From an optimization exercise on the open Yosys and OpenROAD flow, aimed at small area and a short achievable clock period; shortcuts taken in it are not production practice.
In this exercise RTL edits were held to simulation tests only and were not proved equivalent to the original.
Power figures rest on the tool's default switching activity, not on a simulated workload.

## gmii_rx_top
module gmii_rx_top
(
        input  wire logic       i_clk,
        input  wire logic       i_rst_n,
        input  wire logic [7:0] i_rxd0,
        input  wire logic       i_rx_dv0,
        input  wire logic [7:0] i_rxd1,
        input  wire logic       i_rx_dv1,
        input  wire logic [18:0] i_timer,
        output logic            o_port,
        output logic            o_wr,
        output logic [8:0]      o_word,
        output logic [18:0]     o_ts,
        output logic            o_tail,
        output logic            o_underflow
);
        logic [1:0] dv;
        logic [7:0] rxd [2];
        assign dv     = {i_rx_dv1, i_rx_dv0};
        assign rxd[0] = i_rxd0;
        assign rxd[1] = i_rxd1;
        logic [1:0] bcnt [2];
        logic [7:0] hold [2];
        logic [1:0] wr;
        logic [1:0] wmark;
        logic [8:0] mem0 [64];
        logic [8:0] mem1 [64];
        logic [6:0] wptr [2];
        logic [6:0] rptr [2];
        logic [1:0] empty;
        logic [7:0] rlo [2];
        logic [7:0] rhi [2];
        logic [1:0] rd;
        logic [1:0] st_idle, st_head, st_tran, st_disc;
        logic [1:0] dly [2];
        logic [1:0] vld;
        logic [1:0] rmark;
        logic [7:0] rdata;
        logic [1:0] req, grant;
        logic       mg_hold, cur, prio;
        logic       b_wr, b_head, b_tail, b_uflow;
        logic [7:0] b_data;
        logic [18:0] timer_d;
        genvar p;
        generate
                for (p = 0; p < 2; p++) begin : g_port
                        always_ff @(posedge i_clk or negedge i_rst_n) begin
                                if (!i_rst_n) begin
                                        bcnt[p] <= 2'd0;
                                end else if (!dv[p]) begin
                                        bcnt[p] <= 2'd0;
                                end else if (!bcnt[p][1]) begin
                                        bcnt[p] <= bcnt[p] + 2'd1;
                                end
                        end
                        always_ff @(posedge i_clk) begin
  ...
Size in the first run: about 2700 cells after synthesis, roughly 1300 flip-flops, ~71 I/O pins, about 48000 µm² of cells after synthesis.
Settings: LEC_CHECK=0, CAP_MARGIN=20, CORE_MARGIN=2, CORE_UTILIZATION=45, CTS_CLUSTER_DIAMETER=100, CTS_CLUSTER_SIZE=24, SETUP_SLACK_MARGIN=1.8, SLEW_MARGIN=20; clock period 4.0 ns.
run.sh (not shown) runs the stock make flow with config.mk's settings and CLKGATE_MAP_FILE= SYNTH_SCRIPT=/design/flow/synth_recipe.tcl, a recipe that flattens the netlist after the stock synthesis.
Then changed:
SETUP_SLACK_MARGIN = 1.5   (was 1.8)
Result: The changed run completed with no timing, DRC or antenna violations; global-route usage decreases by 0.87 points; die area does not change; worst hold slack improved by 13 ps; worst setup slack is worse by 310 ps; synthesized area stays the same; count of clock-buffer cells in the layout rose by 6; power increases slightly; fmax drops by roughly a tenth; final cell count is lower slightly.
Then changed:
CORE_UTILIZATION = 50   (was 45)
SETUP_SLACK_MARGIN = 2.0   (was 1.5)
What happened: Area after synthesis does not change. Clock power goes down by a few percent. Total power goes up slightly. Die area goes down by roughly a tenth. Setup slack improves by 400 ps. Global-route usage goes up by 4.7 points. Utilization goes up by 8.5 points. Register-to-register slack improves by 340 ps.
Then changed:
CORE_UTILIZATION = 55   (was 50)
After rerunning: The changed run completed with no timing, DRC or antenna violations; power shrinks by 1.8%; global-route usage climbs by 3.1 points; cell count fell by 3.3%; cell area fell by 0.49%; count of clock-buffer cells in the layout is unchanged.

Setup of build 12:
Another version of the RTL of gmii_rx_top (not shown whole).
Size: roughly 1300 flip-flops, about 48000 um2 of cells after synthesis.
export LEC_CHECK = 0
export CAP_MARGIN = 20
export CORE_MARGIN = 2
export CORE_UTILIZATION = 45
export CTS_CLUSTER_DIAMETER = 100
export CTS_CLUSTER_SIZE = 24
export SETUP_SLACK_MARGIN = 1.9
export SLEW_MARGIN = 20
create_clock -name core_clock -period 4.0 [get_ports {i_clk}]
Build 12 finished end to end and its layout was clean on timing, DRC and antenna.
diff inputs: build 12 => build 11
Settings: SETUP_SLACK_MARGIN changed from 1.9 to 2.0.
Notes after the runs:
- Build 11 ended with more part of the cycle the worst path needs than build 12.
- The fmax of build 11 falls short of that of build 12 by about 1.4%.
- Any difference in leakage power between build 12 and build 11 is small enough to ignore.
- Cmp build 12 and build 11 / initial antenna violation count / lower: build 12
- Cell area delta (build 12 -> build 11): insignificant
- Aggregate routed wire length: build 11 vs build 12 down 1.8%
- Build 11 | status: complete | timing, DRC, antenna: pass

-- afterwards: timing with drivers on the ports --
No port has a modelled driver above. Below, the same layouts with a new extraction and two added sets of constraints.
Step 1: set_driving_cell puts a clkbuf_16 on i_clk and a buf_2 on each other input, an assumption about the parent block.
Step 2 moves the port delays by t, midway between the first and last clock arrival at a register: inputs arrive t later, outputs are due t later. That takes back most of the time a late clock gives input paths.
Slacks: no drivers / after step 1 / after step 2; pairs: no drivers / after step 1.
run | t, ns | setup slack, ns | worst data-port slew with drivers (ns)
the first run of note 1 | 0.767 | 1.728 / 1.728 / 1.133 | 0.05
the second run of note 1 | 0.715 | 1.417 / 1.457 / 0.742 | 0.05
the third run of note 1 | 0.757 | 1.814 / 1.804 / 1.349 | 0.04
the fourth run of note 1 | 0.737 | 1.737 / 1.737 / 1.378 | 0.04
build 12 | 0.770 | 1.701 / 1.701 / 1.133 | 0.04
build 11 | 0.752 | 1.668 / 1.668 / 1.329 | 0.05
After both steps every run listed still meets setup and hold. The setup slack of the second run of note 1, which loses most, moves by +0.040 ns with the drivers and by -0.675 ns with both steps.
